This design comes from an exercise in tuning for small area, a short achievable clock period and few clock cycles on the open sky130 flow, not from production work.
The RTL was checked by simulation tests, not by an equivalence proof against the original design.
No activity file was given, so power comes from the tool's default toggle rates.

==> flow/design.v (outline; a module is shown in full before it is edited, if it fits) <==
// module f84tp_front: 32 lines
// module f84tp_mul: 42 lines
// module f84tp_sdiv1: 40 lines
// module f84tp_sdiv2: 71 lines
// module f84tp_gdiv: 53 lines
// module f84tp_core: 962 lines
// module f84_transition_probabilities: 96 lines
module f84_transition_probabilities (
    input  logic                   i_clk,
    input  logic                   i_rst_n,
    input  logic                   push,
    output logic                   full,
    input  logic [1:0]             i_op,
    input  logic                   i_whole_matrix,
    input  logic [1:0]             i_row_sel,
    input  logic [1:0]             i_col_sel,
    input  logic [f84tp_pkg::WORD_W-1:0]      i_distance,
    output logic                   empty,
    input  logic                   pop,
    output logic [1:0]             o_row,
    output logic [1:0]             o_col,
    output logic [31:0]            o_value,
    output logic                   o_last,
    input  logic                   i_cfg_valid,
    output logic                   o_cfg_ready,
    input  logic [2:0]             i_cfg_index,
    input  logic [f84tp_pkg::WORD_W-1:0]      i_cfg_data
);
  // ...
==> flow/run.sh <==
#!/bin/bash
# synth_recipe.tcl (not shown) runs the flow's synth.tcl, then flattens the netlist and writes it again
# the make line also repeats each setting of config.mk as NAME=value (left out here)
make -C /OpenROAD-flow-scripts/flow DESIGN_CONFIG=/design/flow/config.mk WORK_HOME=/design/flow/orfs CLKGATE_MAP_FILE= SYNTH_SCRIPT=/design/flow/synth_recipe.tcl finish
==> flow/config.mk <==
export PLATFORM = sky130hd
export DESIGN_NAME = f84_transition_probabilities
export DESIGN_NICKNAME = f84_transition_probabilities
export VERILOG_FILES = /design/flow/design.v
export SDC_FILE = /design/flow/constraint.sdc
export NUM_CORES = 8
export LEC_CHECK = 0
export CAP_MARGIN = 20
export CORE_MARGIN = 2
export CORE_UTILIZATION = 30
export PLACE_DENSITY = 0.5
export SETUP_SLACK_MARGIN = 4
export SLEW_MARGIN = 20
==> flow/constraint.sdc <==
create_clock -name core_clock -period 14.0 [get_ports {i_clk}]
set_input_delay 2.8000 -clock core_clock [delete_from_list [all_inputs] [get_ports {i_clk}]]
set_output_delay 2.8000 -clock core_clock [all_outputs]
set_load 0.01 [all_outputs]
==> flow_summary_export.csv, run 1 <==
group,metric,value,unit
final_layout,multi_input_area,151700,µm²
power_and_ir_drop,power.switching,46770,µW
final_layout,clk_share,3.671,%
final_layout,fin_nets,26730,
detailed_routing,wl_met3,156700,µm
critical_path,slowest_stage,"o221ai_2",
global_routing,grtUsageTotal,31.54,%
clock_tree,cts_setup_buffers,164,
critical_path,critPathArrivalTime,10.99,ns
global_routing,overflow,0,
final_layout,nFlopsAndLatches,2455,
global_routing,grt_use_met1,40.15,%
placed_design,post-place-cells,33440,
synthesis,yosysUniqueCellTypes,109,
final_layout,final_common_cell,"nand2_1",
detailed_routing,dr.pass1.iters,13,
detailed_routing,viasPerCell,6.295,
critical_path,cp-end-kind,"flop",
clock_tree,clk_pin_slew_worst_paths,0.06,ns
final_layout,fin_cells,34490,
synthesis,avgSynthCellArea,9.442,µm²
die,num_io_pins,119,
worst_hold_path,min_path_cells,0,
final_layout,reg_top3,"u_core.r_t (260), u_core.r_pq (200), u_core.r_q (196)",
synthesis,synth_largest_area_cell,"edfxtp_1",
synthesis,synth_nets,27100,
critical_path,reg2regPathDepth,28,
sta,relSlewSlack,4.193,%
sta,final.period_utilization,72.07,%
critical_path,rrSetupSlack,3.91,ns
sta,slew_viol_final,0,
power_and_ir_drop,pg_seq,9720,µW
sta,fmax,99.11,MHz
die,die_h,877.3,µm
power_and_ir_drop,swShare,55.00,%
power_and_ir_drop,seqPwrFrac,11.4,%
final_layout,buf_share,4.095,%
outcome,status,"finished clean",
die,row_count,320,
synthesis,synthCells,24230,
clock_tree,h-tree-depth,5,
clock_tree,insertion_delay,1.06,ns
power_and_ir_drop,powerComb,67400,µW
critical_path,critPathLaunch,"u_core.r_pr[87]",
Testbench counts, summed over its fixed seeds: cycles 22,204.
==> module f84tp_sdiv2, before the edit <==
module f84tp_sdiv2 (
    input  logic [67:0] i_y,
    input  logic [10:0] i_xlo,
    input  logic [3:0]  i_mc,
    input  logic [10:0] i_mo,
    output logic [61:0] o_q,
    output logic        o_c
);
    logic [67:0] s, c, a, b, t, y;
    logic [3:0]  p;
    logic        plus;
    logic [10:0] d, r, q11, qs;
    always_comb begin
        case (i_mc)
            4'd1:    begin p = 4'd2; plus = 1'b0; end
            4'd2:    begin p = 4'd2; plus = 1'b1; end
            4'd3:    begin p = 4'd3; plus = 1'b0; end
            4'd4:    begin p = 4'd3; plus = 1'b1; end
            4'd5:    begin p = 4'd5; plus = 1'b1; end
            4'd6:    begin p = 4'd6; plus = 1'b1; end
            4'd7:    begin p = 4'd4; plus = 1'b0; end
            4'd8:    begin p = 4'd4; plus = 1'b1; end
            4'd9:    begin p = 4'd9; plus = 1'b1; end
            4'd10:   begin p = 4'd6; plus = 1'b0; end
            default: begin p = 4'd0; plus = 1'b0; end
        endcase
        s = i_y;
        c = ({68{i_mo[1]}} & (i_y >> 16)) | ({68{i_mo[2]}} & (i_y >> 32)) |
            ({68{i_mo[3]}} & (i_y >> 24));
        a = ({68{i_mo[1]}} & (s >> 32)) | ({68{i_mo[3]}} & (s >> 48));
        b = ({68{i_mo[1]}} & (c >> 32)) | ({68{i_mo[3]}} & (c >> 48));
        t = s ^ c ^ a;
        c = ((s & c) | (s & a) | (c & a)) << 1;
        s = t;
        t = s ^ c ^ b;
        c = ((s & c) | (s & b) | (c & b)) << 1;
        s = t;
        if (plus) begin
            a = ~(({68{i_mo[2]}} & (s >> 2)) | ({68{i_mo[4]}} & (s >> 3)) |
                  ({68{i_mo[5]}} & (s >> 5)) | ({68{i_mo[6]}} & (s >> 6)) |
                  ({68{i_mo[8]}} & (s >> 4)) | ({68{i_mo[9]}} & (s >> 9)));
            b = ~(({68{i_mo[2]}} & (c >> 2)) | ({68{i_mo[4]}} & (c >> 3)) |
                  ({68{i_mo[5]}} & (c >> 5)) | ({68{i_mo[6]}} & (c >> 6)) |
                  ({68{i_mo[8]}} & (c >> 4)) | ({68{i_mo[9]}} & (c >> 9)));
            t = s ^ c ^ a;
            c = (((s & c) | (s & a) | (c & a)) << 1) | 68'd1;
            s = t;
            t = s ^ c ^ b;
            c = (((s & c) | (s & b) | (c & b)) << 1) | 68'd1;
            s = t;
        end
        y = s + c;
        o_q = ({62{i_mo[1] | i_mo[2]}}  & 62'(y >> 7))  |
              ({62{i_mo[3] | i_mo[4]}}  & 62'(y >> 8))  |
              ({62{i_mo[5]}}            & 62'(y >> 10)) |
              ({62{i_mo[6] | i_mo[10]}} & 62'(y >> 11)) |
              ({62{i_mo[7] | i_mo[8]}}  & 62'(y >> 9))  |
              ({62{i_mo[9]}}            & 62'(y >> 14)) |
              ({62{i_mo[0]}}            & 62'(i_y >> 5));
        q11 = o_q[10:0];
        qs  = ({11{i_mo[1] | i_mo[2]}}  & (q11 << 2)) | ({11{i_mo[3] | i_mo[4]}} & (q11 << 3)) |
              ({11{i_mo[5]}}            & (q11 << 5)) | ({11{i_mo[6] | i_mo[10]}} & (q11 << 6)) |
              ({11{i_mo[7] | i_mo[8]}}  & (q11 << 4)) | ({11{i_mo[9]}} & (q11 << 9));
        r   = i_xlo - qs + (plus ? -q11 : q11);
        d   = ({11{i_mo[1]}} & 11'd3)  | ({11{i_mo[2]}} & 11'd5)   | ({11{i_mo[3]}} & 11'd7) |
              ({11{i_mo[4]}} & 11'd9)  | ({11{i_mo[5]}} & 11'd33)  | ({11{i_mo[6]}} & 11'd65) |
              ({11{i_mo[7]}} & 11'd15) | ({11{i_mo[8]}} & 11'd17)  | ({11{i_mo[9]}} & 11'd513) |
              ({11{i_mo[10]}} & 11'd63);
        o_c = !i_mo[0] && (r >= d);
    end
endmodule
==> module f84tp_core, before the edit <==
module f84tp_core (
    input  logic        i_clk,
    input  logic        i_rst_n,
    input  logic        i_rq_valid,
    input  logic [1:0]  i_rq_op,
    input  logic        i_rq_whole,
    input  logic [1:0]  i_rq_row,
    input  logic [1:0]  i_rq_col,
    input  logic [31:0] i_rq_dist,
    output logic        o_rq_take,
    input  logic        i_cfg_wr,
    input  logic [24:0] i_pi0, i_pi1, i_pi2, i_pi3,
    input  logic [31:0] i_kappa,
    input  logic [31:0] i_rate,
    input  logic [24:0] i_pur,
    input  logic [24:0] i_pyr,
    output logic        o_empty,
    input  logic        i_pop,
    output logic [1:0]  o_row,
    output logic [1:0]  o_col,
    output logic [31:0] o_value,
    output logic        o_last
);
    localparam logic [1:0] CH_IDLE = 2'd0, CH_RUN = 2'd1, CH_POW = 2'd2, CH_DONE = 2'd3;
    localparam logic [3:0] AS_RATE = 4'd0, AS_K2 = 4'd1, AS_CQ0 = 4'd2, AS_CQ1 = 4'd3,
                           AS_CS0 = 4'd4, AS_CS1 = 4'd5, AS_PQ = 4'd6, AS_Q = 4'd7,
                           AS_PI = 4'd8, AS_BC = 4'd9, AS_T = 4'd10, AS_ZERO = 4'd11;
    localparam logic [3:0] BS_DIST = 4'd0, BS_L = 4'd1, BS_PW = 4'd2, BS_E1 = 4'd3,
                           BS_E2 = 4'd4, BS_OME1 = 4'd5, BS_RATE = 4'd6, BS_R2 = 4'd7,
                           BS_K2 = 4'd8, BS_K2SQ = 4'd9, BS_PI = 4'd10, BS_ZERO = 4'd11;
    localparam logic [4:0] WA_NONE = 5'd0, WA_L = 5'd1, WA_A2 = 5'd2, WA_POW = 5'd3,
                           WA_PQ = 5'd4, WA_R2 = 5'd5, WA_K2SQ = 5'd6,
                           WA_T = 5'd7,         
                           WA_ADDPJ = 5'd8,     
                           WA_OUTADD = 5'd9,    
                           WA_NEGADD = 5'd10,   
                           WA_ADD = 5'd11,      
                           WA_OUT = 5'd12,      
                           WA_BRAW = 5'd13,     
                           WA_B = 5'd14,        
                           WA_BNEG = 5'd15,     
                           WA_EMIT = 5'd16,     
                           WA_ZERO = 5'd17,     
                           WA_OUTNEG = 5'd18,   
                           WA_NADD2 = 5'd19;    
    logic [1:0]  r_rot;
    logic        r_ent;
    logic [1:0]  q_op;
    logic        q_whole, q_sb;
    logic [1:0]  q_srow, q_scol;
    logic [24:0] q_e1, q_e2, q_ome1;
    logic [64:0] r_t [4];              
    logic [1:0]  ch_st [2];
    logic [4:0]  ch_n  [2];
    logic [23:0] ch_f  [2];
    logic [28:0] ch_fa [2];
    logic [4:0]  ch_ip [2];
    logic [2:0]  ch_b  [2];
    logic        ch_pp [2];
    logic        ch_vb [2];
    logic        ch_cc [2];
    logic [64:0] r_cq  [2];
    logic [64:0] r_cs  [2];
    logic [24:0] r_e   [2];
    logic [24:0] r_ome1;               
    logic [28:0] r_l;
    logic        r_lbig;
    logic        ev [2];
    logic        l_pend, a2_pend, a2_fl, l_sb;
    logic [8:0]  rif [2];              
    logic        rif_wp, rif_rp;
    logic [1:0]  rif_cnt;
    logic [49:0] r_pq [4];
    logic [48:0] r_q  [4];
    logic [40:0] r_r2;
    logic [40:0] r_k2sq;
    logic [3:0]  dv_k;
    logic        dv_ok, dv_go, dv_wait;
    logic [32:0] r_bc [4];     
    logic [2:0]  e_row;    
    logic [3:0]  e_k;
    logic        e_pass;
    logic [72:0] r_acc;
    logic        acc_busy;
    logic [96:0] r_pr;
    logic        p_ser, p_gen;
    logic        p_ch;
    logic [3:0]  p_mc;
    logic [10:0] p_mo, d_mo;      
    logic [4:0]  p_so;            
    logic [2:0]  p_s;
    logic        p_pass, p_wide, p_q62, p_sign, p_out;
    logic [4:0]  p_act;
    logic [1:0]  p_t, p_u, p_j;
    logic [1:0]  p_orow, p_ocol;
    logic        p_olast, p_pe;
    logic [1:0]  p_pej;
    logic        d_v, d_ch, d_tz;
    logic [3:0]  d_mc;
    logic [10:0] d_xlo;
    logic [67:0] d_y1;
    logic [37:0] oq [4];
    logic [1:0]  oq_wp, oq_rp;
    logic [2:0]  oq_cnt;
    logic        m_v, m_ser, m_gen, m_ch, m_out;
    logic [3:0]  m_as, m_bs;
    logic [1:0]  m_aj;
    logic        m_sa, m_q62, m_pass, m_wide;
    logic [4:0]  m_act;
    logic [1:0]  m_t, m_u, m_j;
    logic [1:0]  m_orow, m_ocol;
    logic        m_olast, m_pe;
    logic [1:0]  m_pej;
    logic        su_v, su_c;           
    logic [31:0] m_b;                  
    logic [4:0]  m_ka;                 
    logic [25:0] m_asel;               
    logic        ch_tz [2];            
    logic [32:0] k2;
    logic [24:0] pi_a [4];
    assign k2 = {1'b0, i_kappa} + 33'h100_0000;
    assign pi_a[0] = i_pi0;
    assign pi_a[1] = i_pi1;
    assign pi_a[2] = i_pi2;
    assign pi_a[3] = i_pi3;
    function automatic logic [2:0] f_ns(input logic [4:0] n);
        logic [2:0] s;
        if (n[0])                s = 3'd0;
        else if (n[1])           s = 3'd1;
        else if (n[2])           s = 3'd2;
        else if (n[3])           s = 3'd3;
        else                     s = 3'd4;
        f_ns = s;
    endfunction
    function automatic logic [3:0] f_nmc(input logic [4:0] n);
        logic [4:0] m;
        logic [3:0] mc;
        m = n >> f_ns(n);
        case (m)
            5'd3:    mc = 4'd1;
            5'd5:    mc = 4'd2;
            5'd7:    mc = 4'd3;
            5'd9:    mc = 4'd4;
            5'd11:   mc = 4'd5;
            5'd13:   mc = 4'd6;
            5'd15:   mc = 4'd7;
            5'd17:   mc = 4'd8;
            5'd19:   mc = 4'd9;
            5'd21:   mc = 4'd10;
            default: mc = 4'd0;
        endcase
        f_nmc = mc;
    endfunction
    function automatic logic [4:0] f_mca(input logic [3:0] mc);
        case (mc)
            4'd5, 4'd10: f_mca = 5'd3;
            4'd6:        f_mca = 5'd5;
            4'd9:        f_mca = 5'd27;
            default:     f_mca = 5'd1;
        endcase
    endfunction
    function automatic logic [4:0] f84tp_mul_a(input logic [4:0] n);
        f84tp_mul_a = f_mca(f_nmc(n));
    endfunction
    function automatic logic [28:0] f_fa(input logic [23:0] f, input logic [4:0] n);
        logic [28:0] x;
        x = {5'd0, f};
        case (f_mca(f_nmc(n)))
            5'd3:    f_fa = x + (x << 1);
            5'd5:    f_fa = x + (x << 2);
            5'd27:   f_fa = (x << 5) - (x << 2) - x;
            default: f_fa = x;
        endcase
    endfunction
    typedef struct packed {
        logic       v;       
        logic       mul;     
        logic       out;     
        logic [3:0] as_;
        logic [1:0] aj;
        logic       sa;
        logic [3:0] bs_;
        logic [4:0] act;
        logic [1:0] t;
        logic [1:0] u;
        logic [1:0] j;
        logic [1:0] orow;
        logic [1:0] ocol;
        logic       olast;
        logic       pe;      
        logic [1:0] pej;
        logic       fin;     
    } t_uop;
    function automatic logic [2:0] f_cq(input logic [1:0] i, input logic [1:0] jj);
        f_cq = (i == jj) ? {1'b0, jj ^ 2'd2} : {1'b1, jj};
    endfunction
    function automatic t_uop f_wstep(input logic [1:0] op, input logic [2:0] kind,
                                     input logic [1:0] i, input logic [1:0] jj,
                                     input logic [1:0] t, input logic [1:0] u);
        t_uop x;
        logic [2:0] cq;
        x = '0;
        cq = f_cq(i, jj);
        x.v = 1'b1; x.mul = 1'b1;
        x.t = t; x.u = u; x.j = jj;
        x.orow = i; x.ocol = jj; x.olast = (i == 2'd3) && (jj == 2'd3);
        case (kind)
            3'd0: begin x.as_ = AS_PQ; x.aj = jj; x.bs_ = BS_E1; x.act = WA_ADDPJ; end
            3'd1: begin x.as_ = AS_Q; x.aj = cq[1:0]; x.sa = cq[2]; x.bs_ = BS_E2;
                        x.act = WA_OUTADD; x.out = 1'b1; end
            3'd2: begin x.as_ = AS_Q; x.aj = cq[1:0]; x.sa = cq[2];
                        x.bs_ = (op == 2'd1) ? BS_K2 : BS_K2SQ; x.act = WA_T; x.t = u; end
            3'd3: begin x.as_ = AS_T; x.aj = u; x.bs_ = BS_E2; x.act = WA_T;
                        x.t = u; end
            3'd4: begin x.as_ = AS_PQ; x.aj = jj; x.bs_ = BS_E1;
                        x.act = (op == 2'd1) ? WA_NEGADD : WA_ADD; end
            default: begin x.as_ = AS_T; x.aj = t;
                        x.bs_ = (op == 2'd1) ? BS_RATE : BS_R2; x.act = WA_OUT; x.out = 1'b1; end
        endcase
        f_wstep = x;
    endfunction
    function automatic t_uop f_emit(input logic [1:0] i, input logic [1:0] jj);
        t_uop x;
        x = '0;
        x.v = 1'b1; x.out = 1'b1; x.act = WA_EMIT; x.j = jj;
        x.orow = i; x.ocol = jj; x.olast = (i == 2'd3) && (jj == 2'd3);
        f_emit = x;
    endfunction
    function automatic t_uop f_pe(input t_uop x0, input logic [1:0] i, input logic [1:0] jj);
        t_uop x;
        x = x0;
        x.pe = 1'b1; x.pej = jj; x.out = 1'b1;
        x.orow = i; x.ocol = jj; x.olast = (i == 2'd3) && (jj == 2'd3);
        f_pe = x;
    endfunction
    t_uop uop;
    always_comb begin
        logic [1:0] i, ja, jb;
        uop = '0;
        i  = e_row[1:0];
        ja = {1'b0, i[0]};
        jb = {1'b1, i[0]};
        if (q_op == 2'd3) begin
            uop.v = 1'b1; uop.out = 1'b1; uop.act = WA_ZERO;
            uop.orow = q_whole ? e_k[3:2] : q_srow;
            uop.ocol = q_whole ? e_k[1:0] : q_scol;
            uop.olast = !q_whole || (&e_k);
            uop.fin = uop.olast;
        end else if (!q_whole) begin
            i = q_srow;
            if (q_sb) begin
                if (q_op == 2'd0) begin
                    uop.v = 1'b1; uop.mul = 1'b1; uop.out = 1'b1;
                    uop.as_ = AS_PI; uop.aj = q_scol; uop.bs_ = BS_OME1; uop.act = WA_OUT;
                    uop.fin = 1'b1;
                end else if (e_k == 4'd0) begin
                    uop.v = 1'b1; uop.mul = 1'b1;
                    uop.as_ = AS_PI; uop.aj = q_scol; uop.bs_ = BS_E1; uop.act = WA_T;
                    uop.t = 2'd0;
                end else if (e_k == 4'd1) begin
                    uop.v = 1'b1;    
                end else begin
                    uop.v = 1'b1; uop.mul = 1'b1; uop.out = 1'b1;
                    uop.as_ = AS_T; uop.aj = 2'd0; uop.bs_ = (q_op == 2'd1) ? BS_RATE : BS_R2;
                    uop.act = (q_op == 2'd1) ? WA_OUT : WA_OUTNEG;
                    uop.fin = 1'b1;
                end
            end else if (q_op == 2'd0) begin
                uop = f_wstep(q_op, (e_k == 4'd0) ? 3'd0 : 3'd1, i, q_scol, 2'd0, 2'd2);
                uop.fin = (e_k != 4'd0);
            end else begin
                case (e_k)
                    4'd0: uop = f_wstep(q_op, 3'd2, i, q_scol, 2'd0, 2'd2);
                    4'd1: uop.v = 1'b1;
                    4'd2: uop = f_wstep(q_op, 3'd3, i, q_scol, 2'd0, 2'd2);
                    4'd3: uop = f_wstep(q_op, 3'd4, i, q_scol, 2'd0, 2'd2);
                    4'd4: uop.v = 1'b1;
                    default: begin
                        uop = f_wstep(q_op, 3'd5, i, q_scol, 2'd0, 2'd2);
                        uop.fin = 1'b1;
                    end
                endcase
            end
            uop.orow = q_srow; uop.ocol = q_scol; uop.olast = 1'b1;
        end else if (e_row == 3'd4) begin
            uop.v = 1'b1; uop.mul = 1'b1;
            uop.as_ = AS_PI; uop.aj = e_k[1:0]; uop.j = e_k[1:0];
            if (q_op == 2'd0) begin
                uop.bs_ = BS_OME1; uop.act = WA_B;
            end else if (!e_k[2]) begin
                uop.bs_ = BS_E1; uop.act = WA_BRAW;
            end else begin
                uop.as_ = AS_BC;
                uop.bs_ = (q_op == 2'd1) ? BS_RATE : BS_R2;
                uop.act = (q_op == 2'd1) ? WA_B : WA_BNEG;
            end
        end else if (q_op == 2'd0) begin
            case (e_k)
                4'd0: begin
                    uop = f_wstep(q_op, 3'd0, i, ja, 2'd0, 2'd2);
                    if (i[0]) uop = f_pe(uop, i - 2'd1, 2'd3);
                end
                4'd1: begin
                    uop = f_wstep(q_op, 3'd0, i, jb, 2'd1, 2'd3);
                    if (i[0]) uop = f_pe(uop, i, 2'd0);
                end
                4'd2: uop = f_wstep(q_op, 3'd1, i, ja, 2'd0, 2'd2);
                4'd3: uop = f_emit(i, i[0] ? 2'd2 : 2'd1);
                default: uop = f_wstep(q_op, 3'd1, i, jb, 2'd1, 2'd3);
            endcase
            uop.fin = (i == 2'd3) && (e_k == 4'd4);
        end else if (q_op == 2'd1) begin
            case (e_k)
                4'd0: begin
                    uop = f_wstep(q_op, 3'd2, i, ja, 2'd0, 2'd2);
                    if (i[0]) uop = f_pe(uop, i - 2'd1, 2'd3);
                end
                4'd1: uop = i[0] ? f_emit(i, 2'd0) : '0;
                4'd2: uop = f_wstep(q_op, 3'd3, i, ja, 2'd0, 2'd2);
                4'd3: uop = f_wstep(q_op, 3'd4, i, ja, 2'd0, 2'd2);
                4'd4: begin
                    uop = f_wstep(q_op, 3'd4, i, jb, 2'd1, 2'd2);
                    uop.act = WA_NADD2;
                end
                4'd5: uop = f_wstep(q_op, 3'd5, i, ja, 2'd0, 2'd2);
                4'd6: uop = f_emit(i, i[0] ? 2'd2 : 2'd1);
                default: uop = f_wstep(q_op, 3'd5, i, jb, 2'd1, 2'd3);
            endcase
            uop.v = 1'b1;
            uop.fin = (i == 2'd3) && (e_k == 4'd7);
        end else begin
            case (e_k)
                4'd0: begin
                    uop = f_wstep(q_op, 3'd2, i, ja, 2'd0, 2'd2);
                    if (i[0]) uop = f_pe(uop, i - 2'd1, 2'd3);
                end
                4'd1: begin
                    uop = f_wstep(q_op, 3'd2, i, jb, 2'd1, 2'd3);
                    if (i[0]) uop = f_pe(uop, i, 2'd0);
                end
                4'd2: uop = f_wstep(q_op, 3'd3, i, ja, 2'd0, 2'd2);
                4'd3: uop = f_wstep(q_op, 3'd3, i, jb, 2'd1, 2'd3);
                4'd4: uop = f_wstep(q_op, 3'd4, i, ja, 2'd0, 2'd2);
                4'd5: uop = f_wstep(q_op, 3'd4, i, jb, 2'd1, 2'd3);
                4'd6: uop = f_wstep(q_op, 3'd5, i, ja, 2'd0, 2'd2);
                4'd7: uop = f_emit(i, i[0] ? 2'd2 : 2'd1);
                default: uop = f_wstep(q_op, 3'd5, i, jb, 2'd1, 2'd3);
            endcase
            uop.fin = (i == 2'd3) && (e_k == 4'd8);
        end
    end
    logic [3:0] e_klast;
    always_comb begin
        if (q_op == 2'd3)        e_klast = q_whole ? 4'd15 : 4'd0;
        else if (!q_whole)       e_klast = 4'd15;    
        else if (e_row == 3'd4)  e_klast = (q_op == 2'd0) ? 4'd3 : 4'd7;
        else                     e_klast = (q_op == 2'd0) ? 4'd4 : (q_op == 2'd1) ? 4'd7 : 4'd8;
    end
    logic        i_v, i_ser, i_gen;        
    logic        i_ch;                     
    logic [3:0]  i_as, i_bs;
    logic [1:0]  i_aj;
    logic        i_sa, i_q62, i_pass, i_wide;
    logic [2:0]  i_pwb;
    logic [4:0]  i_act;
    logic [1:0]  i_t, i_u, i_j;
    logic [1:0]  i_orow, i_ocol;
    logic        i_olast;
    logic        i_isout;
    logic        i_pe;
    logic [1:0]  i_pej;
    logic        g_l, g_a2, g_pow0, g_pow1, g_dv, g_ent;
    logic        hand;      
    logic [8:0]  rif_h;
    logic        ch_free0, ch_free1, l_ok, a2_ok;
    assign rif_h = rif[rif_rp];
    assign hand = (rif_cnt != 2'd0) && dv_ok && !r_ent && (rif_h[8] || (ev[0] && ev[1]));
    assign ch_free0 = (ch_st[0] == CH_IDLE || ch_st[0] == CH_DONE) && !l_pend;
    assign ch_free1 = (ch_st[1] == CH_IDLE || ch_st[1] == CH_DONE) && !a2_fl;
    assign l_ok  = i_rq_valid && (rif_cnt != 2'd2) &&
                   ((i_rq_op == 2'd3) || (ch_free0 && !a2_pend && !a2_fl));
    assign a2_ok = a2_pend && ch_free1;
    logic [1:0]  rot_n;
    logic        own0, own1, term0, term1, run0, run1, slot_free;
    logic        tzn0, tzn1;
    logic        out_ok;
    logic        dv_mulphase;
    logic        u_wide;
    assign rot_n = (r_rot == 2'd2) ? 2'd0 : r_rot + 2'd1;
    assign own0  = (rot_n == 2'd0) && (ch_st[0] == CH_RUN);
    assign own1  = (rot_n == 2'd1) && (ch_st[1] == CH_RUN);
    assign tzn0  = (d_v && !d_ch) ? d_tz : ch_tz[0];
    assign tzn1  = (d_v &&  d_ch) ? d_tz : ch_tz[1];
    assign term0 = own0 && (tzn0 || ch_n[0] == 5'd22);
    assign term1 = own1 && (tzn1 || ch_n[1] == 5'd22);
    assign run0  = own0 && !term0;
    assign run1  = own1 && !term1;
    assign slot_free = !run0 && !run1;
    assign out_ok = ({1'b0, oq_cnt} + {3'd0, m_v && m_out} + {3'd0, p_out}) < 4'd4;
    logic vfree0, vfree1;
    assign vfree0 = !ch_vb[0] || (p_gen && p_act == WA_POW && p_pass && !p_t[0]);
    assign vfree1 = !ch_vb[1] || (p_gen && p_act == WA_POW && p_pass &&  p_t[0]);
    logic pow_want0, pow_want1;
    logic p1_block;
    assign p1_block = m_v && m_gen && m_wide && !m_pass;
    assign pow_want0 = (ch_st[0] == CH_POW) && (ch_b[0] != 3'd5) && ch_ip[0][ch_b[0]] &&
                       ((ch_pp[0] && !p1_block) || (!ch_pp[0] && !acc_busy && vfree0));
    assign pow_want1 = (ch_st[1] == CH_POW) && (ch_b[1] != 3'd5) && ch_ip[1][ch_b[1]] &&
                       ((ch_pp[1] && !p1_block) || (!ch_pp[1] && !acc_busy && vfree1));
    assign dv_mulphase = dv_go && (dv_k >= 4'd6) && (dv_k <= 4'd11);
    function automatic logic f_bwide(input logic [3:0] bs);
        case (bs)
            BS_PW:   f_bwide = 1'b1;
            BS_R2:   f_bwide = |r_r2[40:32];
            BS_K2:   f_bwide = k2[32];
            BS_K2SQ: f_bwide = |r_k2sq[40:32];
            default: f_bwide = 1'b0;
        endcase
    endfunction
    assign u_wide = uop.mul && f_bwide(uop.bs_);
    always_comb begin
        i_v = 1'b0; i_ser = 1'b0; i_gen = 1'b0; i_ch = 1'b0;
        i_as = AS_ZERO; i_bs = BS_ZERO; i_aj = 2'd0; i_sa = 1'b0; i_q62 = 1'b0;
        i_pass = 1'b0; i_wide = 1'b0; i_pwb = 3'd0; i_act = WA_NONE; i_t = 2'd0; i_u = 2'd0;
        i_j = 2'd0; i_orow = 2'd0; i_ocol = 2'd0; i_olast = 1'b0; i_isout = 1'b0; i_pe = 1'b0; i_pej = 2'd0;
        g_l = 1'b0; g_a2 = 1'b0; g_pow0 = 1'b0; g_pow1 = 1'b0; g_dv = 1'b0; g_ent = 1'b0;
        if (run0) begin
            i_v = 1'b1; i_ser = 1'b1; i_ch = 1'b0;
        end else if (run1) begin
            i_v = 1'b1; i_ser = 1'b1; i_ch = 1'b1;
        end else if (l_ok) begin
            g_l = 1'b1; i_v = (i_rq_op != 2'd3); i_gen = 1'b1;
            i_as = AS_RATE; i_bs = BS_DIST; i_act = WA_L;
        end else if (a2_ok) begin
            g_a2 = 1'b1; i_v = 1'b1; i_gen = 1'b1;
            i_as = AS_K2; i_bs = BS_L; i_act = WA_A2;
        end else if (pow_want0) begin
            g_pow0 = 1'b1; i_v = 1'b1; i_gen = 1'b1; i_q62 = 1'b1; i_wide = 1'b1;
            i_as = AS_CS0; i_bs = BS_PW; i_pwb = ch_b[0]; i_pass = ch_pp[0];
            i_act = WA_POW; i_t = 2'd0;
        end else if (pow_want1) begin
            g_pow1 = 1'b1; i_v = 1'b1; i_gen = 1'b1; i_q62 = 1'b1; i_wide = 1'b1;
            i_as = AS_CS1; i_bs = BS_PW; i_pwb = ch_b[1]; i_pass = ch_pp[1];
            i_act = WA_POW; i_t = 2'd1;
        end else if (r_ent && uop.v && !(uop.out && !out_ok) && !(u_wide && !e_pass && acc_busy) &&
                     !(u_wide && e_pass && p1_block)) begin
            begin
                g_ent = 1'b1; i_v = uop.mul || uop.out; i_gen = 1'b1;
                i_as = uop.as_; i_aj = uop.aj; i_sa = uop.sa; i_bs = uop.bs_;
                i_act = uop.act; i_t = uop.t; i_u = uop.u; i_j = uop.j;
                i_orow = uop.orow; i_ocol = uop.ocol; i_olast = uop.olast;
                i_pass = e_pass; i_wide = u_wide; i_isout = uop.out;
                i_pe = uop.pe; i_pej = uop.pej;
            end
        end else if (dv_mulphase && ((dv_wait && !p1_block) || (!dv_wait && !acc_busy))) begin
            g_dv = 1'b1; i_v = 1'b1; i_gen = 1'b1;
            case (dv_k)
                4'd6:  begin i_as = AS_PQ; i_aj = 2'd0; i_bs = BS_PI; i_j = 2'd2; i_act = WA_PQ; end
                4'd7:  begin i_as = AS_PQ; i_aj = 2'd0; i_bs = BS_PI; i_j = 2'd0; i_act = WA_PQ; end
                4'd8:  begin i_as = AS_PQ; i_aj = 2'd1; i_bs = BS_PI; i_j = 2'd3; i_act = WA_PQ; end
                4'd9:  begin i_as = AS_PQ; i_aj = 2'd1; i_bs = BS_PI; i_j = 2'd1; i_act = WA_PQ; end
                4'd10: begin i_as = AS_RATE; i_bs = BS_RATE; i_act = WA_R2; end
                default: begin i_as = AS_K2; i_bs = BS_K2; i_act = WA_K2SQ; i_pass = dv_wait;
                               i_wide = k2[32]; end
            endcase
        end
    end
    logic [63:0] a_val;
    logic        a_sgn;
    logic [31:0] b_val;
    logic        b_c;
    logic [64:0] k_val;
    logic [63:0] pw_sel;
    logic [3:0]  m_mc;
    logic [2:0]  m_s;
    assign m_mc = f_nmc(ch_n[m_ch]);
    assign m_s  = f_ns(ch_n[m_ch]);
    always_comb begin
        a_val = ({64{m_asel[0]}} & 64'(i_rate)) |
                ({64{m_asel[1]}} & 64'(k2)) |
                ({64{m_asel[2]}} & r_cq[0][63:0]) |
                ({64{m_asel[3]}} & r_cq[1][63:0]) |
                ({64{m_asel[4]}} & r_cs[0][63:0]) |
                ({64{m_asel[5]}} & r_cs[1][63:0]);
        a_sgn = (m_asel[2] & r_cq[0][64]) | (m_asel[3] & r_cq[1][64]) |
                (m_asel[4] & r_cs[0][64]) | (m_asel[5] & r_cs[1][64]) |
                (|m_asel[13:10] & m_sa);
        for (int q = 0; q < 4; q++) begin
            a_val = a_val | ({64{m_asel[6 + q]}}  & 64'(r_pq[q])) |
                            ({64{m_asel[10 + q]}} & 64'(r_q[q])) |
                            ({64{m_asel[14 + q]}} & 64'(pi_a[q])) |
                            ({64{m_asel[18 + q]}} & 64'(r_bc[q][31:0])) |
                            ({64{m_asel[22 + q]}} & r_t[q][63:0]);
            a_sgn = a_sgn | (m_asel[22 + q] & r_t[q][64]);
        end
    end
    logic [63:0] i_bfull;
    logic [31:0] i_b;
    always_comb begin
        case (i_pwb)
            3'd0:    pw_sel = f84tp_pkg::PW0;
            3'd1:    pw_sel = f84tp_pkg::PW1;
            3'd2:    pw_sel = f84tp_pkg::PW2;
            3'd3:    pw_sel = f84tp_pkg::PW3;
            default: pw_sel = f84tp_pkg::PW4;
        endcase
        case (i_bs)
            BS_DIST: i_bfull = 64'(i_rq_dist);
            BS_L:    i_bfull = (p_gen && p_act == WA_L) ? 64'(r_pr[52:24]) : 64'(r_l);
            BS_PW:   i_bfull = pw_sel;
            BS_E1:   i_bfull = 64'(q_e1);
            BS_E2:   i_bfull = 64'(q_e2);
            BS_OME1: i_bfull = 64'(q_ome1);
            BS_RATE: i_bfull = 64'(i_rate);
            BS_R2:   i_bfull = 64'(r_r2);
            BS_K2:   i_bfull = 64'(k2);
            BS_K2SQ: i_bfull = 64'(r_k2sq);
            BS_PI:   i_bfull = 64'(pi_a[i_j]);
            default: i_bfull = 64'd0;
        endcase
        if (i_ser) i_b = 32'(ch_fa[i_ch]);
        else       i_b = i_pass ? i_bfull[63:32] : i_bfull[31:0];
    end
    always_comb begin
        b_val = m_b;
        b_c   = m_ser && ch_cc[m_ch];
        if (m_ser)       k_val = 65'(m_ka) << 23;
        else if (m_pass) k_val = 65'(r_acc[72:8]);
        else             k_val = m_q62 ? (65'd1 << 61) : (65'd1 << 23);
    end
    logic [96:0] m_prod;
    f84tp_mul u_mul (
        .i_a (a_val),
        .i_b (b_val),
        .i_c (b_c),
        .i_k (k_val),
        .o_p (m_prod)
    );
    logic [66:0] x_sh;
    logic [67:0] y1_w;
    logic [61:0] d2_q;
    logic        d2_c;
    always_comb begin
        x_sh = ({67{p_so[0]}} & r_pr[90:24]) | ({67{p_so[1]}} & r_pr[91:25]) |
               ({67{p_so[2]}} & r_pr[92:26]) | ({67{p_so[3]}} & r_pr[93:27]) |
               ({67{p_so[4]}} & r_pr[94:28]);
    end
    f84tp_sdiv1 u_sd1 (
        .i_x  (x_sh[62:0]),
        .i_mo (p_mo),
        .o_y  (y1_w)
    );
    f84tp_sdiv2 u_sd2 (
        .i_y   (d_y1),
        .i_xlo (d_xlo),
        .i_mc  (d_mc),
        .i_mo  (d_mo),
        .o_q   (d2_q),
        .o_c   (d2_c)
    );
    logic x_lt_d;
    always_comb begin
        logic [9:0] dd;
        case (p_mc)
            4'd1:  dd = 10'd3;   4'd2: dd = 10'd5;   4'd3: dd = 10'd7;   4'd4: dd = 10'd9;
            4'd5:  dd = 10'd33;  4'd6: dd = 10'd65;  4'd7: dd = 10'd15;  4'd8: dd = 10'd17;
            4'd9:  dd = 10'd513; 4'd10: dd = 10'd63; default: dd = 10'd1;
        endcase
        x_lt_d = (x_sh[66:10] == 57'd0) && (x_sh[9:0] < dd);
    end
    logic [104:0] w_tot;      
    logic         w_big;      
    logic [63:0]  w_mag;      
    logic         w_s;
    logic [64:0]  w_r;        
    logic [64:0]  w_tu, w_tt;
    logic [64:0]  w_sum, w_x, w_y, w_add;
    logic [32:0]  w_outv;     
    logic [32:0]  w_bv;
    logic [64:0]  w_bneg;
    logic [63:0]  w_q62;
    always_comb begin
        if (p_pass) w_tot = {r_pr, r_acc[7:0]};
        else        w_tot = 105'(r_pr[96:24]);
        w_big = |w_tot[104:63];
        w_s   = p_sign;
        if (w_s) w_mag = w_big ? f84tp_pkg::MAG_MAXN : w_tot[63:0];
        else     w_mag = w_big ? f84tp_pkg::MAG_MAXP : w_tot[63:0];
        w_r   = {w_s, w_mag};
        w_q62 = 64'(w_tot >> 38);
        w_tt = r_t[p_t];
        w_tu = r_t[p_u];
        w_y = (p_act == WA_NEGADD || p_act == WA_NADD2) ? f84tp_pkg::f_sneg(w_s, w_mag) : w_r;
        case (p_act)
            WA_ADDPJ:  w_x = {1'b0, 64'(pi_a[p_j])};
            WA_OUTADD: w_x = w_tt;
            WA_NEGADD: w_x = f84tp_pkg::f_sneg(w_tu[64], w_tu[63:0]);
            default:   w_x = w_tu;
        endcase
        w_add = f84tp_pkg::f_sadd(w_x[64], w_x[63:0], w_y[64], w_y[63:0]);
        case (p_act)
            WA_ADDPJ, WA_OUTADD, WA_NEGADD, WA_ADD, WA_NADD2: w_sum = w_add;
            WA_BNEG, WA_OUTNEG: w_sum = f84tp_pkg::f_sneg(w_s, w_mag);
            default:   w_sum = w_r;
        endcase
        w_outv = {w_sum[64], (|w_sum[63:31]) ? (w_sum[64] ? 32'h8000_0000 : 32'h7fff_ffff)
                                             : w_sum[31:0]};
        w_bneg = (p_act == WA_BNEG) ? f84tp_pkg::f_sneg(w_s, w_mag) : w_r;
        w_bv   = {w_bneg[64], (|w_bneg[63:31]) ? (w_bneg[64] ? 32'h8000_0000 : 32'h7fff_ffff)
                                               : w_bneg[31:0]};
    end
    logic        oq_push;
    logic [37:0] oq_din;
    logic        w_live;
    assign w_live = p_gen && !(p_wide && !p_pass);    
    always_comb begin
        oq_push = 1'b0;
        oq_din  = {p_orow, p_ocol, w_outv, p_olast};
        if (w_live) begin
            case (p_act)
                WA_OUT, WA_OUTADD, WA_OUTNEG: oq_push = 1'b1;
                WA_EMIT: begin oq_push = 1'b1; oq_din = {p_orow, p_ocol, r_bc[p_j], p_olast}; end
                WA_ZERO: begin oq_push = 1'b1; oq_din = {p_orow, p_ocol, 33'd0, p_olast}; end
                default: if (p_pe) begin
                    oq_push = 1'b1; oq_din = {p_orow, p_ocol, r_bc[p_pej], p_olast};
                end
            endcase
        end
    end
    logic        gd_start, gd_busy, gd_busy_b;
    logic [24:0] gd_a, gd_b, gd_a2, gd_b2;
    logic [49:0] gd_q, gd_q2;
    f84tp_gdiv u_gdiv (
        .i_clk   (i_clk),
        .i_rst_n (i_rst_n),
        .i_start (gd_start),
        .i_a     (gd_a),
        .i_b     (gd_b),
        .o_q     (gd_q),
        .o_busy  (gd_busy)
    );
    f84tp_gdiv u_gdiv2 (
        .i_clk   (i_clk),
        .i_rst_n (i_rst_n),
        .i_start (gd_start),
        .i_a     (gd_a2),
        .i_b     (gd_b2),
        .o_q     (gd_q2),
        .o_busy  (gd_busy_b)
    );
    always_comb begin
        gd_b  = i_pur;
        gd_b2 = i_pyr;
        case (dv_k)
            4'd0:    begin gd_a = i_pyr; gd_a2 = i_pur; end
            4'd1:    begin gd_a = i_pi0; gd_a2 = i_pi1; end
            default: begin gd_a = i_pi2; gd_a2 = i_pi3; end
        endcase
        gd_start = dv_go && (dv_k <= 4'd2) && !dv_wait;
    end
    logic [24:0] e_rnd [2];
    assign e_rnd[0] = r_cs[0][62:38] + 25'(r_cs[0][37]);
    assign e_rnd[1] = r_cs[1][62:38] + 25'(r_cs[1][37]);
    logic        su_sub;
    logic [64:0] su_x, su_res;
    always_comb begin
        su_sub = !ch_n[su_c][0];
        su_x   = {1'b0, r_cs[su_c][63:0]} +
                 (su_sub ? {1'b1, ~r_cq[su_c][63:0]} : {1'b0, r_cq[su_c][63:0]}) +
                 65'(su_sub ? !ch_cc[su_c] : ch_cc[su_c]);
        if (su_sub) su_res = {1'b0, su_x[64] ? 64'd0 : su_x[63:0]};
        else        su_res = {1'b0, su_x[63:0]};
    end
    assign o_rq_take = g_l;
    always_ff @(posedge i_clk) begin
        if (!i_rst_n) begin
            l_pend   <= 1'b0;
            a2_pend  <= 1'b0;
            a2_fl    <= 1'b0;
            rif_wp   <= 1'b0;
            rif_rp   <= 1'b0;
            rif_cnt  <= 2'd0;
            ev[0]    <= 1'b0;
            ev[1]    <= 1'b0;
            r_rot    <= 2'd0;
            ch_st[0] <= CH_IDLE;
            ch_st[1] <= CH_IDLE;
            ch_pp[0] <= 1'b0;
            ch_pp[1] <= 1'b0;
            ch_vb[0] <= 1'b0;
            ch_vb[1] <= 1'b0;
            acc_busy <= 1'b0;
            m_v      <= 1'b0;
            r_ent    <= 1'b0;
            m_ser    <= 1'b0;
            m_gen    <= 1'b0;
            m_out    <= 1'b0;
            su_v     <= 1'b0;
            p_ser    <= 1'b0;
            p_gen    <= 1'b0;
            p_out    <= 1'b0;
            d_v      <= 1'b0;
            dv_k     <= 4'd0;
            dv_ok    <= 1'b0;
            dv_go    <= 1'b1;
            dv_wait  <= 1'b0;
            e_pass   <= 1'b0;
            oq_wp    <= 2'd0;
            oq_rp    <= 2'd0;
            oq_cnt   <= 3'd0;
        end else begin
            r_rot <= rot_n;
            m_v   <= i_v;
            m_ser <= i_v && i_ser;
            m_gen <= i_v && i_gen;
            m_out <= i_v && i_isout && !(i_wide && !i_pass);
            su_v  <= own0 || own1;
            su_c  <= own1;
            p_ser <= m_v && m_ser;
            p_gen <= m_v && m_gen;
            p_out <= m_v && m_out;
            d_v   <= p_ser;
            if (g_l && i_rq_op != 2'd3) l_pend <= 1'b1;
            else if (p_gen && p_act == WA_L) l_pend <= 1'b0;
            if (p_gen && p_act == WA_L) a2_pend <= 1'b1;
            else if (g_a2) a2_pend <= 1'b0;
            if (g_a2) a2_fl <= 1'b1;
            else if (p_gen && p_act == WA_A2) a2_fl <= 1'b0;
            if (g_l) rif_wp <= !rif_wp;
            if (hand) rif_rp <= !rif_rp;
            rif_cnt <= rif_cnt + 2'(g_l) - 2'(hand);
            for (int c = 0; c < 2; c++) begin
                if ((c == 0) ? term0 : term1) begin
                    ch_st[c] <= CH_POW;
                    ch_b[c]  <= 3'd0;
                end
                if (m_v && m_ser && m_ch == c[0]) begin
                    ch_n[c]  <= ch_n[c] + 5'd1;
                    ch_fa[c] <= f_fa(ch_f[c], ch_n[c] + 5'd1);
                end
                if (ch_st[c] == CH_POW) begin
                    if (ch_b[c] == 3'd5) begin
                        if (!ch_vb[c] && !ev[c]) begin
                            ch_st[c] <= CH_DONE;
                            ev[c]    <= 1'b1;
                        end
                    end else if (!ch_ip[c][ch_b[c]]) begin
                        ch_b[c] <= ch_b[c] + 3'd1;
                    end else if ((c == 0) ? g_pow0 : g_pow1) begin
                        if (!ch_pp[c]) begin
                            ch_pp[c] <= 1'b1;
                        end else begin
                            ch_pp[c] <= 1'b0;
                            ch_vb[c] <= 1'b1;
                            ch_b[c]  <= ch_b[c] + 3'd1;
                        end
                    end
                end
                if (p_gen && p_act == WA_POW && p_pass && p_t[0] == c[0]) ch_vb[c] <= 1'b0;
            end
            if (hand && !rif_h[8]) begin
                ev[0] <= 1'b0;
                ev[1] <= 1'b0;
            end
            if (p_gen && p_act == WA_L) begin
                ch_st[0] <= (|w_tot[104:29]) ? CH_POW : CH_RUN;
                ch_b[0]  <= 3'd5;
                ch_n[0]  <= 5'd2;
                ch_fa[0] <= {5'd0, w_tot[23:0]};
            end
            if (p_gen && p_act == WA_A2) begin
                ch_st[1] <= (r_lbig || l_sb || (|w_tot[104:29])) ? CH_POW : CH_RUN;
                ch_b[1]  <= 3'd5;
                ch_n[1]  <= 5'd2;
                ch_fa[1] <= {5'd0, w_tot[23:0]};
            end
            if (i_cfg_wr)                              acc_busy <= 1'b0;
            else if (i_v && i_gen && !i_pass && i_wide) acc_busy <= 1'b1;
            else if (i_v && i_gen && i_pass)            acc_busy <= 1'b0;
            if (hand) r_ent <= 1'b1;
            else if (g_ent && uop.fin && !(u_wide && !e_pass)) r_ent <= 1'b0;
            if (hand) begin
                e_row  <= 3'd4;
                e_k    <= 4'd0;
                e_pass <= 1'b0;
            end
            if (g_ent) begin
                if (u_wide && !e_pass) begin
                    e_pass <= 1'b1;
                end else begin
                    e_pass <= 1'b0;
                    if (e_k == e_klast && q_whole && q_op != 2'd3) begin
                        e_k   <= 4'd0;
                        e_row <= (e_row == 3'd4) ? 3'd0 : e_row + 3'd1;
                    end else begin
                        e_k <= e_k + 4'd1;
                    end
                end
            end
            if (i_cfg_wr) begin
                dv_k    <= 4'd0;
                dv_ok   <= 1'b0;
                dv_go   <= 1'b1;
                dv_wait <= 1'b0;
            end else if (dv_go) begin
                if (dv_k <= 4'd5) begin
                    if (!dv_wait) dv_wait <= 1'b1;           
                    else if (!gd_busy) begin                   
                        dv_wait <= 1'b0;
                        dv_k    <= (dv_k == 4'd2) ? 4'd6 : dv_k + 4'd1;
                    end
                end else if (dv_k <= 4'd11) begin
                    if (g_dv) begin
                        if (dv_k == 4'd11 && k2[32] && !dv_wait) dv_wait <= 1'b1;
                        else begin
                            dv_wait <= 1'b0;
                            dv_k    <= dv_k + 4'd1;
                        end
                    end
                end else if (dv_k != 4'd14) begin
                    dv_k <= dv_k + 4'd1;                       
                end else begin
                    dv_ok <= 1'b1;
                    dv_go <= 1'b0;
                end
            end
            if (oq_push) oq_wp <= oq_wp + 2'd1;
            if (i_pop && oq_cnt != 3'd0) oq_rp <= oq_rp + 2'd1;
            oq_cnt <= oq_cnt + 3'(oq_push) - 3'(i_pop && oq_cnt != 3'd0);
        end
    end
    always_ff @(posedge i_clk) begin
        if (hand) begin
            q_op    <= rif_h[8] ? 2'd3 : rif_h[6:5];
            q_whole <= rif_h[4];
            q_srow  <= rif_h[3:2];
            q_scol  <= rif_h[1:0];
            q_sb    <= !rif_h[4] && (rif_h[2] ^ rif_h[0]);
            q_e1    <= r_e[0];
            q_e2    <= r_e[1];
            q_ome1  <= r_ome1;
        end
        if (g_l) begin
            rif[rif_wp] <= {i_rq_op == 2'd3, 1'b0, i_rq_op, i_rq_whole, i_rq_row, i_rq_col};
            if (i_rq_op != 2'd3) l_sb <= !i_rq_whole && (i_rq_row[0] ^ i_rq_col[0]);
        end
        m_ch    <= i_ch;
        m_as    <= i_as;
        m_b     <= i_b;
        m_ka    <= f84tp_mul_a(ch_n[i_ch]);
        m_asel <= '0;
        if (i_ser)                 m_asel[i_ch ? 3 : 2] <= 1'b1;
        else if (i_as <= AS_CS1)   m_asel[i_as] <= 1'b1;
        else if (i_as == AS_PQ)    m_asel[6 + i_aj] <= 1'b1;
        else if (i_as == AS_Q)     m_asel[10 + i_aj] <= 1'b1;
        else if (i_as == AS_PI)    m_asel[14 + i_aj] <= 1'b1;
        else if (i_as == AS_BC)    m_asel[18 + i_aj] <= 1'b1;
        else if (i_as == AS_T)     m_asel[22 + i_aj] <= 1'b1;
        m_bs    <= i_bs;
        m_aj    <= i_aj;
        m_sa    <= i_sa;
        m_q62   <= i_q62;
        m_pass  <= i_pass;
        m_wide  <= i_wide;
        m_act   <= i_act;
        m_t     <= i_t;
        m_u     <= i_u;
        m_j     <= i_j;
        m_orow  <= i_orow;
        m_ocol  <= i_ocol;
        m_olast <= i_olast;
        m_pe    <= i_pe;
        m_pej   <= i_pej;
        begin
            r_pr    <= m_prod;
            p_ch    <= m_ch;
            p_mc    <= m_mc;
            p_mo    <= 11'd1 << m_mc;
            p_so    <= 5'd1 << m_s;
            p_s     <= m_s;
            p_pass  <= m_pass;
            p_wide  <= m_wide;
            p_q62   <= m_q62;
            p_sign  <= a_sgn;
            p_act   <= m_act;
            p_t     <= m_t;
            p_u     <= m_u;
            p_j     <= m_j;
            p_orow  <= m_orow;
            p_ocol  <= m_ocol;
            p_olast <= m_olast;
            p_pe    <= m_pe;
            p_pej   <= m_pej;
        end
        begin
            d_y1  <= y1_w;
            d_xlo <= x_sh[10:0];
            d_tz  <= x_lt_d;
            d_mc  <= p_mc;
            d_mo  <= p_mo;
            d_ch  <= p_ch;
        end
        if (p_gen && p_wide && !p_pass) r_acc <= r_pr[96:24];
        for (int c = 0; c < 2; c++) begin
            if (d_v && d_ch == c[0]) begin
                r_cq[c]  <= {1'b0, 2'b00, d2_q};
                ch_cc[c] <= d2_c;
                ch_tz[c] <= d_tz;
            end
            if (su_v && su_c == c[0]) r_cs[c] <= su_res;
            if (ch_st[c] == CH_POW && ch_b[c] == 3'd5 && !ch_vb[c] && !ev[c])
                r_e[c] <= e_rnd[c];
        end
        if (ch_st[0] == CH_POW && ch_b[0] == 3'd5 && !ch_vb[0] && !ev[0])
            r_ome1 <= 25'h100_0000 - e_rnd[0];
        if (p_gen && p_act == WA_L) begin
            r_l    <= w_tot[28:0];
            r_lbig <= |w_tot[104:29];
            ch_f[0]  <= w_tot[23:0];
            ch_ip[0] <= w_tot[28:24];
            r_cq[0]  <= {1'b0, 2'b00, w_tot[23:0], 38'd0};
            ch_cc[0] <= 1'b0;
            ch_tz[0] <= (w_tot[23:0] == 24'd0);
            r_cs[0]  <= (|w_tot[104:29]) ? 65'd0 : {1'b0, 64'd1 << 62};
        end
        if (p_gen && p_act == WA_A2) begin
            ch_f[1]  <= w_tot[23:0];
            ch_ip[1] <= w_tot[28:24];
            r_cq[1]  <= {1'b0, 2'b00, w_tot[23:0], 38'd0};
            ch_cc[1] <= 1'b0;
            ch_tz[1] <= (w_tot[23:0] == 24'd0);
            r_cs[1]  <= (r_lbig || l_sb || (|w_tot[104:29])) ? 65'd0 : {1'b0, 64'd1 << 62};
        end
        if (w_live) begin
            case (p_act)
                WA_POW: r_cs[p_t[0]] <= {1'b0, w_q62};
                WA_PQ:  r_pq[p_j] <= w_mag[49:0];
                WA_R2:  r_r2 <= w_mag[40:0];
                WA_K2SQ: r_k2sq <= w_mag[40:0];
                WA_T, WA_ADDPJ, WA_NEGADD, WA_ADD, WA_NADD2: r_t[p_t] <= w_sum;
                WA_BRAW: r_bc[p_j] <= {1'b0, w_mag[31:0]};
                WA_B, WA_BNEG: r_bc[p_j] <= w_bv;
                default: ;
            endcase
        end
        if (dv_go && dv_wait && dv_k <= 4'd5 && !gd_busy) begin
            case (dv_k)
                4'd0: begin r_pq[0] <= {1'b0, gd_q[48:0]}; r_pq[1] <= {1'b0, gd_q2[48:0]}; end
                4'd1: begin r_q[0]  <= gd_q[48:0];          r_q[1]  <= gd_q2[48:0]; end
                default: begin r_q[2] <= gd_q[48:0];        r_q[3]  <= gd_q2[48:0]; end
            endcase
        end
        if (oq_push) oq[oq_wp] <= oq_din;
    end
    assign o_empty = (oq_cnt == 3'd0);
    logic [37:0] oq_head;
    assign oq_head = oq[oq_rp];
    assign o_row   = oq_head[37:36];
    assign o_col   = oq_head[35:34];
    assign o_value = oq_head[33] ? 32'(-oq_head[32:1]) : oq_head[32:1];
    assign o_last  = oq_head[0];
endmodule
==> inputs of run 2 (changes only) <==
--- a/flow/design.v
+++ b/flow/design.v
@@ -182,24 +182,16 @@
             ({68{i_mo[3]}} & (i_y >> 24));
-        a = ({68{i_mo[1]}} & (s >> 32)) | ({68{i_mo[3]}} & (s >> 48));
-        b = ({68{i_mo[1]}} & (c >> 32)) | ({68{i_mo[3]}} & (c >> 48));
+        a = ({68{i_mo[1]}} & (s >> 32)) | ({68{i_mo[3]}} & (s >> 48)) |
+            ({68{plus}} & ~(({68{i_mo[2]}} & (s >> 2)) | ({68{i_mo[4]}} & (s >> 3)) |
+                            ({68{i_mo[5]}} & (s >> 5)) | ({68{i_mo[6]}} & (s >> 6)) |
+                            ({68{i_mo[8]}} & (s >> 4)) | ({68{i_mo[9]}} & (s >> 9))));
+        b = ({68{i_mo[1]}} & (c >> 32)) | ({68{i_mo[3]}} & (c >> 48)) |
+            ({68{plus}} & ~(({68{i_mo[2]}} & (c >> 2)) | ({68{i_mo[4]}} & (c >> 3)) |
+                            ({68{i_mo[5]}} & (c >> 5)) | ({68{i_mo[6]}} & (c >> 6)) |
+                            ({68{i_mo[8]}} & (c >> 4)) | ({68{i_mo[9]}} & (c >> 9))));
         t = s ^ c ^ a;
-        c = ((s & c) | (s & a) | (c & a)) << 1;
+        c = (((s & c) | (s & a) | (c & a)) << 1) | 68'(plus);
         s = t;
         t = s ^ c ^ b;
-        c = ((s & c) | (s & b) | (c & b)) << 1;
+        c = (((s & c) | (s & b) | (c & b)) << 1) | 68'(plus);
         s = t;
-        if (plus) begin
-            a = ~(({68{i_mo[2]}} & (s >> 2)) | ({68{i_mo[4]}} & (s >> 3)) |
-                  ({68{i_mo[5]}} & (s >> 5)) | ({68{i_mo[6]}} & (s >> 6)) |
-                  ({68{i_mo[8]}} & (s >> 4)) | ({68{i_mo[9]}} & (s >> 9)));
-            b = ~(({68{i_mo[2]}} & (c >> 2)) | ({68{i_mo[4]}} & (c >> 3)) |
-                  ({68{i_mo[5]}} & (c >> 5)) | ({68{i_mo[6]}} & (c >> 6)) |
-                  ({68{i_mo[8]}} & (c >> 4)) | ({68{i_mo[9]}} & (c >> 9)));
-            t = s ^ c ^ a;
-            c = (((s & c) | (s & a) | (c & a)) << 1) | 68'd1;
-            s = t;
-            t = s ^ c ^ b;
-            c = (((s & c) | (s & b) | (c & b)) << 1) | 68'd1;
-            s = t;
-        end
         y = s + c;
@@ -213,11 +205,17 @@
         q11 = o_q[10:0];
-        qs  = ({11{i_mo[1] | i_mo[2]}}  & (q11 << 2)) | ({11{i_mo[3] | i_mo[4]}} & (q11 << 3)) |
-              ({11{i_mo[5]}}            & (q11 << 5)) | ({11{i_mo[6] | i_mo[10]}} & (q11 << 6)) |
-              ({11{i_mo[7] | i_mo[8]}}  & (q11 << 4)) | ({11{i_mo[9]}} & (q11 << 9));
-        r   = i_xlo - qs + (plus ? -q11 : q11);
-        d   = ({11{i_mo[1]}} & 11'd3)  | ({11{i_mo[2]}} & 11'd5)   | ({11{i_mo[3]}} & 11'd7) |
-              ({11{i_mo[4]}} & 11'd9)  | ({11{i_mo[5]}} & 11'd33)  | ({11{i_mo[6]}} & 11'd65) |
-              ({11{i_mo[7]}} & 11'd15) | ({11{i_mo[8]}} & 11'd17)  | ({11{i_mo[9]}} & 11'd513) |
-              ({11{i_mo[10]}} & 11'd63);
-        o_c = !i_mo[0] && (r >= d);
+        qs  = 11'(y >> 5) & ~(({11{i_mo[1] | i_mo[2]}}  & 11'h003) | ({11{i_mo[3] | i_mo[4]}} & 11'h007) |
+                              ({11{i_mo[5]}}            & 11'h01f) | ({11{i_mo[6] | i_mo[10]}} & 11'h03f) |
+                              ({11{i_mo[7] | i_mo[8]}}  & 11'h00f) | ({11{i_mo[9]}} & 11'h1ff));
+        d   = ({11{i_mo[1]}} & 11'd2046) |
+              ({11{i_mo[2]}} & 11'd2045) |
+              ({11{i_mo[3]}} & 11'd2042) |
+              ({11{i_mo[4]}} & 11'd2041) |
+              ({11{i_mo[5]}} & 11'd2017) |
+              ({11{i_mo[6]}} & 11'd1985) |
+              ({11{i_mo[7]}} & 11'd2034) |
+              ({11{i_mo[8]}} & 11'd2033) |
+              ({11{i_mo[9]}} & 11'd1537) |
+              ({11{i_mo[10]}} & 11'd1986);
+        r   = i_xlo + ~qs + (plus ? ~q11 : q11) + d;
+        o_c = !i_mo[0] && !r[10];
     end
@@ -393,3 +391,4 @@
     logic [4:0]  m_ka;                 
-    logic [25:0] m_asel;               
+    logic [8:0]  m_asel;               
+    logic [63:0] m_astat;              
     logic        ch_tz [2];            
@@ -755,18 +754,12 @@
     always_comb begin
-        a_val = ({64{m_asel[0]}} & 64'(i_rate)) |
-                ({64{m_asel[1]}} & 64'(k2)) |
-                ({64{m_asel[2]}} & r_cq[0][63:0]) |
-                ({64{m_asel[3]}} & r_cq[1][63:0]) |
-                ({64{m_asel[4]}} & r_cs[0][63:0]) |
-                ({64{m_asel[5]}} & r_cs[1][63:0]);
-        a_sgn = (m_asel[2] & r_cq[0][64]) | (m_asel[3] & r_cq[1][64]) |
-                (m_asel[4] & r_cs[0][64]) | (m_asel[5] & r_cs[1][64]) |
-                (|m_asel[13:10] & m_sa);
+        a_val = ({64{m_asel[0]}} & m_astat) |
+                ({64{m_asel[1]}} & r_cq[0][63:0]) |
+                ({64{m_asel[2]}} & r_cq[1][63:0]) |
+                ({64{m_asel[3]}} & r_cs[0][63:0]) |
+                ({64{m_asel[4]}} & r_cs[1][63:0]);
+        a_sgn = (m_asel[0] & m_sa) | (m_asel[1] & r_cq[0][64]) | (m_asel[2] & r_cq[1][64]) |
+                (m_asel[3] & r_cs[0][64]) | (m_asel[4] & r_cs[1][64]);
         for (int q = 0; q < 4; q++) begin
-            a_val = a_val | ({64{m_asel[6 + q]}}  & 64'(r_pq[q])) |
-                            ({64{m_asel[10 + q]}} & 64'(r_q[q])) |
-                            ({64{m_asel[14 + q]}} & 64'(pi_a[q])) |
-                            ({64{m_asel[18 + q]}} & 64'(r_bc[q][31:0])) |
-                            ({64{m_asel[22 + q]}} & r_t[q][63:0]);
-            a_sgn = a_sgn | (m_asel[22 + q] & r_t[q][64]);
+            a_val = a_val | ({64{m_asel[5 + q]}} & r_t[q][63:0]);
+            a_sgn = a_sgn | (m_asel[5 + q] & r_t[q][64]);
         end
@@ -1128,9 +1121,17 @@
         m_asel <= '0;
-        if (i_ser)                 m_asel[i_ch ? 3 : 2] <= 1'b1;
-        else if (i_as <= AS_CS1)   m_asel[i_as] <= 1'b1;
-        else if (i_as == AS_PQ)    m_asel[6 + i_aj] <= 1'b1;
-        else if (i_as == AS_Q)     m_asel[10 + i_aj] <= 1'b1;
-        else if (i_as == AS_PI)    m_asel[14 + i_aj] <= 1'b1;
-        else if (i_as == AS_BC)    m_asel[18 + i_aj] <= 1'b1;
-        else if (i_as == AS_T)     m_asel[22 + i_aj] <= 1'b1;
+        if (i_ser)                 m_asel[i_ch ? 2 : 1] <= 1'b1;
+        else if (i_as == AS_CQ0)   m_asel[1] <= 1'b1;
+        else if (i_as == AS_CQ1)   m_asel[2] <= 1'b1;
+        else if (i_as == AS_CS0)   m_asel[3] <= 1'b1;
+        else if (i_as == AS_CS1)   m_asel[4] <= 1'b1;
+        else if (i_as == AS_T)     m_asel[5 + i_aj] <= 1'b1;
+        else if (i_as != AS_ZERO)  m_asel[0] <= 1'b1;
+        case (i_as)
+            AS_RATE: m_astat <= 64'(i_rate);
+            AS_K2:   m_astat <= 64'(k2);
+            AS_PQ:   m_astat <= 64'(r_pq[i_aj]);
+            AS_Q:    m_astat <= 64'(r_q[i_aj]);
+            AS_PI:   m_astat <= 64'(pi_a[i_aj]);
+            default: m_astat <= 64'(r_bc[i_aj][31:0]);
+        endcase
         m_bs    <= i_bs;
--- a/flow/config.mk
+++ b/flow/config.mk
@@ -11,3 +11,3 @@
 export PLACE_DENSITY = 0.5
-export SETUP_SLACK_MARGIN = 4
+export SETUP_SLACK_MARGIN = 5
 export SLEW_MARGIN = 20
==> run 2 against run 1 <==
Still clean. Sequential power barely moved. Register-to-register slack gained 0.53 ns. Via count is 1.1% lower. Non-clock buffer count grew 352. Synthesized cell count down 0.26%. Cell count increased by 0.46%. Maximum frequency is 5.5% higher. Combinational power shrank 11%. Flip-flop and latch count is 33 higher. Global-route usage is 0.095 points lower. Critical path type unchanged. Largest power group unchanged.
==> flow_summary_export.csv, run 2 <==
group,metric,value,unit
outcome,status,"finished clean",
global_routing,antenna_found_initial,183,
synthesis,yosysMostFrequentCell,"nand2_1",
detailed_routing,dr.pass1.iters,15,
detailed_routing,viasPerCell,6.198,
synthesis,synthTopCellsByCount,"nand2_1, inv_1, edfxtp_1",
synthesis,synth_top_area_share,22.06,%
synthesis,avgSynthCellArea,9.425,µm²
detailed_routing,drc,0,
placed_design,place.port_buffers,117,
detailed_routing,via_count,214700,
sta,final.period_utilization,68.32,%
die,die-area,766200,µm²
synthesis,synth_top_family_by_area,"compound AO/OA/AOI/OAI gates",
synthesis,yosys.area_share.adder,19.68,%
power_and_ir_drop,max-vdd-ir-drop,0.6668,mV
synthesis,synthCells,24170,
critical_path,crit_path_start_kind,"flop",
worst_hold_path,hp-class,"reg -> reg",
die,row_count,320,
clock_tree,cts_buffers,298,
clock_tree,cts_sinks,2488,
critical_path,crit_fanout,9,
sta,fmax,104.6,MHz
placed_design,gp_congestion,1.016,
sta,rsz0062_at_grt,"true",
critical_path,slowest_stage,"a222oi_1",
synthesis,synth-async-reset-ratio,0,%
clock_tree,cts_hold_buf,0,
global_routing,grt_max_degree,179,
synthesis,synthTopCellsByArea,"edfxtp_1, fa_1, dfxtp_1",
power_and_ir_drop,total_power,78020,µW
clock_tree,clk_pin_slew_worst_paths,0.06,ns
clock_tree,cts_tree,"yes",
worst_hold_path,worstHoldStart,"u_core.m_olast",
die,dieWidth,875.3,µm
global_routing,overflow,0,
critical_path,critPathLaunch,"u_core.m_asel[1]",
global_routing,grt_first_pass_wirelength,1704000,µm
critical_path,cp-end-kind,"flop",
power_and_ir_drop,p_leak,0.09848,µW
sta,setup_viol,0,
synthesis,synth_largest_area_cell,"edfxtp_1",
final_layout,largest_reg_flops,260,
final_layout,layout-drive-gt1-share,14.63,%
final_layout,largest-register,"u_core.r_t",
synthesis,synthSimpleGateAreaFrac,11.66,%
clock_tree,insertion_delay,1.03,ns
detailed_routing,ant_nets,0,
flow_run,max-cap-violations,0,
final_layout,final_cell_mix,"nand2_1, inv_1, edfxtp_1",
sta,timing.final.ws_setup,4.436,ns
critical_path,cpMostUsedCell,"fa_1",
final_layout,final_common_cell,"nand2_1",
placed_design,dp_hpwl,923200,µm
sta,slew_viol_final,0,
detailed_routing,avgRoutedWirePerCell,36.55,µm
detailed_routing,totalWireLength,1266000,µm
synthesis,synthMuxAreaShare,4.862,%
die,start_util,30.05,%
global_routing,grt_pass1_vias,201500,
synthesis,synth_xor_area_share,6.775,%
clock_tree,clockBufferDepth,4,
placed_design,dp_slack,1.431,ns
critical_path,worst-setup-path-type,"reg -> reg",
synthesis,synth_compound_area_share,21.52,%
sta,fin_crit,9.564,ns
synthesis,synth_area,227800,µm²
synthesis,synth_ff_type,"edfxtp_1",
detailed_routing,drt-initial-drc-count,35680,
sta,relSlewSlack,6.341,%
synthesis,synth-seq-cells,2488,
die,num_io_pins,119,
synthesis,yosysSeqAreaShare,29.22,%
final_layout,area_growth,16.99,%
sta,finalHoldViolCount,0,
critical_path,critPathArrivalTime,10.45,ns
critical_path,worstPathRequired,14.89,ns
critical_path,r2r_start,"u_core.m_asel[1]",
critical_path,worst_path_largest_cell_delay,0.87,ns
sta,fin_tns_setup,0,ns
final_layout,fin_nets,26860,
clock_tree,cts-root-buf,"clkbuf_16",
die,die_h,875.3,µm
global_routing,grtUsageTotal,31.44,%
synthesis,synth-edff-count,1673,
synthesis,synth_nets,26920,
sta,tightest_slew,1.405,ns
power_and_ir_drop,power_density,292.8,nW/µm²
sta,fin_skew,0.1082,ns
synthesis,yosysUniqueCellTypes,112,
clock_tree,h-tree-depth,5,
final_layout,reg_top3,"u_core.r_t (260), u_core.r_pq (200), u_core.r_q (196)",
die,core_area,757900,µm²
synthesis,yosys_warnings,24,
## run 2: cell types whose count changed in the layout (fill, tap and decap cells not counted), sizes merged, moves of 155 or more
cell / change
buf: +320
nor2: -214
and2: +160
xor2: +155
a22o: -186
xnor2: -204
nand2: +444
## run 2: through the flow
step / hold slack [ns] / utilization (%) / area, µm² / std cells
after floorplan: 0.3096 / - / 227800 / 24170
after global placement: 0.3101 / 31.87 / 241500 / 33230
after detailed placement: 0.3118 / 31.88 / 241600 / 33230
after CTS: 0.3184 / 34.40 / 260800 / 34220
after global routing: 0.3294 / 35.13 / 266200 / 34560
final: 0.3244 / 35.16 / 266500 / 34650
## run 2: final timing paths
| path | end | slack, ns | cells past startpoint |
|---|---|---|---|
| setup / recovery | u_core.r_pr[90] | 4.44 | 37 |
| hold / removal | u_core.p_olast | 0.32 | 0 |
| setup reg to reg | u_core.r_pr[90] | 4.44 | 37 |
| hold reg to reg | u_core.p_olast | 0.32 | 0 |
## run 2: kinds of logic after synthesis
kind of cell    count (synthesis)
xor+xnor                     1761
compound gates               6929
simple gates                 5784
fa+ha+maj                    2677
mux                           743
buf+inv                      3784
flops                        2488
other cells                     1
## run 2: repair_timing
item	CTS	global route
cloned	22	23
gates resized for setup	992	555
endpoints found under the setup margin	536	239
pin swaps	283	382
buffers inserted	416	252
## run 2: power by group
group          total [µW]  switching [µW]  leakage (µW)  internal, µW
registers           10000            1240        0.0220          8780
clock network        8190            3520       0.00484          4670
logic               59800           37000        0.0717         22800
total               78000           41800        0.0985         36200
## run 2: worst max-delay path: cells and delay by family, from the launching register on
kind / cells / cell delay (ns)
xor gates and xnor gates: 2 / 0.35
buffers and inverters: 8 / 1.30
DFF: 1 / 0.39
and+or+nand+nor: 1 / 0.09
AOI/OAI and AO/OA: 19 / 3.99
adders and majority gates: 7 / 3.28
## run 2: layer usage
metal	vias to the layer above	wire length, µm	GRT usage (%)
li1	88150	-	-
met1	108300	476200	39.77
met2	14880	513500	44.75
met3	3370	160800	10.46
met4	62	115300	22.56
met5	-	492	0.2109
## run 2: area by class of cell
class | instances | area [µm²]
clock buffers | 432 | 8559
inverters | 1824 | 6934
flip-flops and latches | 2488 | 66850
well taps | 10140 | 12690
multi-input cells | 17910 | 154000
repair buffers | 1589 | 15640
clock inverters | 121 | 1404
diodes | 142 | 355.3
fillers | 76880 | 491500
Testbench counts of run 2, summed over its fixed seeds: cycles 22,204.

Re-timed with assumed drivers on the ports (clkbuf_16 on the clock, buf_2 on other inputs), run 2 has 4.436 ns of setup slack against 4.436 ns with ideal ports, and 4.436 ns once port delays also move by the mid clock arrival of 1.111 ns.
